This is an optimization exercise on Yosys and OpenROAD, whose aim is small area and a short achievable clock period, not a production implementation. Function was checked by simulation only, so behaviour that the tests miss may differ from the original. Power and IR drop assume default switching activity.

==> inputs of 03-10 <==
==> flow/design.v (excerpt) <==
module thumb_core (
    input  logic   rst,
    input  logic   reset,
    input  thumb_isa_pkg::cmd_t   cmd_i,
    input  logic   cmd_valid_i,
    output core_types_pkg::wb_t    wb_o,
    output core_types_pkg::flags_t flags_o
);
export LEC_CHECK = 0
export ABC_AREA = 1
export CAP_MARGIN = 20
export CORE_MARGIN = 2
export CORE_UTILIZATION = 40
export SLEW_MARGIN = 20
create_clock -name core_clock -period 13.5 [get_ports {rst}]
run.sh (not shown) runs the stock make flow with config.mk's settings and CLKGATE_MAP_FILE= SYNTH_SCRIPT=/design/flow/synth_recipe.tcl, a recipe that flattens the netlist after the stock synthesis.
==> inputs of 02-22, as changes to 03-10 <==
- ABC_AREA: 1 -> unset
- SETUP_SLACK_MARGIN: unset -> 5
==> notes <==
02-22 completed with no timing, DRC or antenna violations. 03-10 went through all stages and came out clean. Against 02-22, the critical path depth of 03-10 is lower by 6. Against 03-10, the worst setup slack of 02-22 is better by 1.8 ns. In 02-22 the die area is larger than in 03-10, by about 8%. Against 02-22, the combinational power of 03-10 is lower by about 20%. In 02-22 the global-route usage is higher than in 03-10, by 4.9 points. Flip-flop and latch count is the same in 02-22 and 03-10.

==> 01-07 <==
thumb_core, a different RTL version from the one above (not shown whole).
==> flow/design.v (excerpt) <==
module thumb_core (
    input  logic   rst,
    input  logic   reset,
    input  thumb_isa_pkg::cmd_t   cmd_i,
    input  logic   cmd_valid_i,
    output core_types_pkg::wb_t    wb_o,
    output core_types_pkg::flags_t flags_o
);
    logic        exec;
    logic [7:0]  sel_a, sel_b;
    logic [2:0]  dest;
    logic        wen, is_mul, is_add, is_shift;
    logic        x_zero, y_reg, y_inv, cin_one, cin_c;
    logic [7:0]  imm;
    logic        sh_imm, sh_lsl, sh_asr, sh_ror;
    logic        lg_and, lg_eor, lg_orr, lg_bic;
    thumb_decoder u_decoder (
        .cmd_i      (cmd_i),
        .exec_o     (exec),
        .sel_a_o    (sel_a),
        .sel_b_o    (sel_b),
        .dest_o     (dest),
        .wen_o      (wen),
        .is_mul_o   (is_mul),
        .is_add_o   (is_add),
        .is_shift_o (is_shift),
        .x_zero_o   (x_zero),
        .y_reg_o    (y_reg),
        .y_inv_o    (y_inv),
        .cin_one_o  (cin_one),
        .cin_c_o    (cin_c),
        .imm_o      (imm),
        .sh_imm_o   (sh_imm),
        .sh_lsl_o   (sh_lsl),
        .sh_asr_o   (sh_asr),
        .sh_ror_o   (sh_ror),
        .lg_and_o   (lg_and),
        .lg_eor_o   (lg_eor),
        .lg_orr_o   (lg_orr),
        .lg_bic_o   (lg_bic)
    );
    localparam int K = 4;    
    localparam int E = 3;    
    logic [K-1:0][31:0] row_q;
    logic [E-1:0]       x_q;
  ...
clock: 13.5 ns
lec_check: 0
cap_margin: 20
core_margin: 2
core_utilization: 50
setup_slack_margin: 5
slew_margin: 20
==> 11-05: changes against 01-07 <==
==> flow/flow/run.sh (new file) <==
#!/bin/bash
set -euo pipefail
MARGIN=6.5
bash standard.sh "SETUP_SLACK_MARGIN=$MARGIN" \
    "BUFFER_PORTS_ARGS=-buffer_cell sky130_fd_sc_hd__buf_4" finish > make_finish.log 2>&1
==> flow/standard.sh (new file) <==
#!/bin/bash
# synth_recipe.tcl (not shown) runs the flow's synth.tcl, then flattens the netlist and writes it again
# the make line also repeats each setting of config.mk as NAME=value (left out here)
make -C /OpenROAD-flow-scripts/flow DESIGN_CONFIG=/design/flow/config.mk WORK_HOME=/design/flow/orfs CLKGATE_MAP_FILE= SYNTH_SCRIPT=/design/flow/synth_recipe.tcl "${@:-finish}"
Settings changed: SETUP_SLACK_MARGIN 5 to default.
removed: flow/run.sh
==> 07-17: changes against 01-07 <==
Settings changed: CORE_UTILIZATION 50 to 65.
==> 05-21: changes against 01-07 <==
Settings changed: SETUP_SLACK_MARGIN 5 to 4.
==> results.py <==
metrics = {
    "run_status": {
        "status": "complete, no violations",
    },
    "global_routing": {
        "grt_antenna_before_repair": 14,
        "grt_pass1_vias": 36400,
    },
    "place": {
        "post-place-cells": 5341,
        "place_ws_ns": 3.19,
        "place.gp.congestion": 1.04,
    },
    "timing": {
        "fin_hold_ws_ns": 0.590,
    },
    "cells_and_area": {
        "final_util_pct": 56.2,
        "num-multi-input-gates": 3224,
        "multi_input_area_share_pct": 58.9,
        "final_area_mm2": 0.0443,
    },
    "drt": {
        "routed-via-count": 39300,
        "dr.pass1.iters": 7,
        "drt_iter0_drc": 6590,
    },
    "pwr": {
        "comb_power_share_pct": 50.6,
        "seqPwrFrac_pct": 26.2,
        "internal_power_uw": 3550,
    },
    "worst_setup_path": {
        "reg2reg_to": "row_q[62]",
        "critPathBufInv": 4,
        "crit_family": "adder cells",
    },
}
-- figures above: 01-07

==> results.py <==
metrics = {
    "drt": {
        "dr.pass1.iters": 10,
        "drt_iter0_drc": 6596,
    },
    "worst_setup_path": {
        "crit_end": "flags_o[1]",
        "endpoint_kind": "output port",
        "critPathBufInv": 4,
        "cp_slowest_stage_delay_ns": 0.97,
    },
    "cells_and_area": {
        "num-multi-input-gates": 3222,
        "final_util_pct": 55.1,
        "multi_input_area_share_pct": 59.2,
        "final_area_mm2": 0.0434,
    },
    "pwr": {
        "seqPwrFrac_pct": 26.6,
        "internal_power_uw": 3480,
        "comb_power_share_pct": 49.8,
    },
    "min_path": {
        "hp-class": "reg2reg",
    },
    "place": {
        "place.gp.congestion": 1.04,
        "place_ws_ns": 3.19,
    },
    "global_routing": {
        "grt_pass1_vias": 36100,
    },
    "logic_synthesis": {
        "ys_seq_elements": 424,
    },
    "run_status": {
        "status": "complete, no violations",
    },
}
-- figures above: 05-21

==> results.py <==
metrics = {
    "worst_setup_path": {
        "reg2reg_to": "row_q[124]",
        "crit_family": "compound AO/OA/AOI/OAI gates",
        "critPathBufInv": 5,
    },
    "run_status": {
        "status": "complete, no violations",
    },
    "global_routing": {
        "grt_antenna_before_repair": 14,
    },
    "pwr": {
        "internal_power_uw": 3400,
        "seqPwrFrac_pct": 26.9,
    },
    "place": {
        "place.gp.congestion": 1.08,
    },
    "cells_and_area": {
        "num-multi-input-gates": 3225,
        "final_util_pct": 72.3,
    },
    "drt": {
        "drt_iter0_drc": 8648,
    },
}
-- figures above: 07-17

==> results.py <==
metrics = {
    "run_status": {
        "status": "complete, no violations",
    },
    "drt": {
        "routed-via-count": 41300,
        "drt_iter0_drc": 6799,
    },
    "cells_and_area": {
        "multi_input_area_share_pct": 56.9,
    },
    "worst_setup_path": {
        "crit_family": "adder cells",
        "critPathBufInv": 6,
        "reg2reg_to": "row_q[62]",
    },
    "pwr": {
        "comb_power_share_pct": 56.0,
        "seqPwrFrac_pct": 23.8,
    },
    "global_routing": {
        "grt_antenna_before_repair": 13,
        "grt_pass1_vias": 37700,
    },
    "place": {
        "post-place-cells": 5320,
    },
}
-- figures above: 11-05


==> run P: inputs <==
Another version of the RTL of thumb_core (not shown whole).
export LEC_CHECK = 0
export CAP_MARGIN = 20
export CORE_MARGIN = 2
export CORE_UTILIZATION = 45
export SETUP_SLACK_MARGIN = 5
export SLEW_MARGIN = 20
create_clock -name core_clock -period 13.5 [get_ports {rst}]
Stock flow here: none of the scripts above is used.
==> inputs of run M, as changes to run P <==
==> flow/flow/run.sh (new file) <==
#!/bin/bash
set -euo pipefail
MARGIN=7
bash standard.sh "SETUP_SLACK_MARGIN=$MARGIN" \
    "BUFFER_PORTS_ARGS=-buffer_cell sky130_fd_sc_hd__buf_4" finish > make_finish.log 2>&1
==> flow/standard.sh (new file) <==
#!/bin/bash
# synth_recipe.tcl (not shown) runs the flow's synth.tcl, then flattens the netlist and writes it again
# the make line also repeats each setting of config.mk as NAME=value (left out here)
make -C /OpenROAD-flow-scripts/flow DESIGN_CONFIG=/design/flow/config.mk WORK_HOME=/design/flow/orfs CLKGATE_MAP_FILE= SYNTH_SCRIPT=/design/flow/synth_recipe.tcl "${@:-finish}"
- CORE_UTILIZATION: 45 -> 50
- SETUP_SLACK_MARGIN: 5 -> default
removed: flow/run.sh
==> inputs of run G, as changes to run P <==
==> flow/flow/run.sh (new file) <==
#!/bin/bash
set -euo pipefail
MARGIN=6
bash standard.sh "SETUP_SLACK_MARGIN=$MARGIN" \
    "BUFFER_PORTS_ARGS=-buffer_cell sky130_fd_sc_hd__buf_4" finish > make_finish.log 2>&1
==> flow/standard.sh (new file) <==
#!/bin/bash
# synth_recipe.tcl (not shown) runs the flow's synth.tcl, then flattens the netlist and writes it again
# the make line also repeats each setting of config.mk as NAME=value (left out here)
make -C /OpenROAD-flow-scripts/flow DESIGN_CONFIG=/design/flow/config.mk WORK_HOME=/design/flow/orfs CLKGATE_MAP_FILE= SYNTH_SCRIPT=/design/flow/synth_recipe.tcl "${@:-finish}"
- CORE_UTILIZATION: 45 -> 50
- SETUP_SLACK_MARGIN: 5 -> default
removed: flow/run.sh
==> run_results.csv <==
group,metric,value,unit
run_status,status,"timing/DRC/antenna clean",
min_path,min_to,"v_hold_q",
route,avgRoutedWirePerCell,32.16,microns
pwr,p_switching,2.553,mW
finish,seq_share,25.52,%
critical_path,critPathKind,"reg2out",
die,tap_cells,1144,
global_routing,use_met1,49.46,%
route,route.met2.wl,73340,microns
critical_path,path_depth,13,
critical_path,crit_start,"nm_q[13]",
finish,fin_util,50.77,%
clock_tree,clk_pin_slew,0.05,ns
The numbers above come from run P.

==> run_results.csv <==
group,metric,value,unit
run_status,status,"timing/DRC/antenna clean",
finish,multiInputGateArea,28750,sq um
min_path,min_to,"z_hold_q",
route,avgRoutedWirePerCell,33.81,microns
die,tap_cells,1040,
critical_path,path_depth,16,
finish,fin_util,65.07,%
clock_tree,clk_pin_slew,0.06,ns
global_routing,use_met1,59.92,%
finish,seq_share,22.06,%
global_routing,grt_pass1_wl,260900,microns
critical_path,critPathKind,"reg2out",
The numbers above come from run M.

==> run_results.csv <==
group,metric,value,unit
run_status,status,"timing/DRC/antenna clean",
global_routing,use_met1,57.62,%
route,route.met2.wl,76110,microns
critical_path,critPathKind,"in2reg",
critical_path,path_depth,20,
die,tap_cells,1040,
route,avgRoutedWirePerCell,34.61,microns
finish,fin_util,58.45,%
pwr,p_comb_share,48.4,%
critical_path,crit_start,"cmd_i[13]",
pwr,p_switching,2.713,mW
finish,seq_share,24.60,%
min_path,min_to,"z_hold_q",
The numbers above come from run G.

-- port drivers added, routing unchanged --
The results above use ideal ports. As a check the final layouts listed here were re-extracted and re-timed, cells and wires unchanged.
Step 1 assumes that a clkbuf_16 drives the clock port and a buf_2 every other input.
Step 2, shift: input delay + t, output delay - t, t = (earliest + latest rising clock arrival at the registers) / 2. This alone moves slack from input paths to output paths.
Slacks: ideal / step 1 / step 2; pairs: ideal / step 1.
run | t, ns | slack for setup (ns) | hold WS [ns] | worst data-port slew with drivers (ns) | pins driven straight from the clock port
03-10 | 0.673 | 2.786 / 2.821 / 2.148 | 0.477 / 0.477 / 0.477 | 0.05 | 1
02-22 | 0.692 | 4.588 / 4.635 / 3.943 | 0.591 / 0.591 / 0.591 | 0.07 | 1
01-07 | 0.698 | 4.977 / 4.904 / 4.356 | 0.590 / 0.590 / 0.590 | 0.04 | 1
11-05 | 0.710 | 5.990 / 5.916 / 5.586 | 0.571 / 0.571 / 0.571 | 0.19 | 1
07-17 | 0.698 | 4.897 / 4.911 / 4.245 | 0.592 / 0.592 / 0.592 | 0.04 | 1
05-21 | 0.693 | 3.985 / 3.914 / 3.466 | 0.590 / 0.590 / 0.590 | 0.04 | 1
run P | 0.718 | 5.027 / 4.947 / 4.434 | 0.581 / 0.581 / 0.581 | 0.06 | 1
run M | 0.701 | 5.796 / 5.721 / 5.125 | 0.569 / 0.569 / 0.569 | 0.28 | 1
run G | 0.698 | 5.762 / 5.744 / 5.046 | 0.590 / 0.590 / 0.590 | 0.14 | 1
After both steps every run listed still meets setup and hold. The setup slack of run G, which loses most, moves by -0.018 ns with the drivers and by -0.716 ns with both steps.
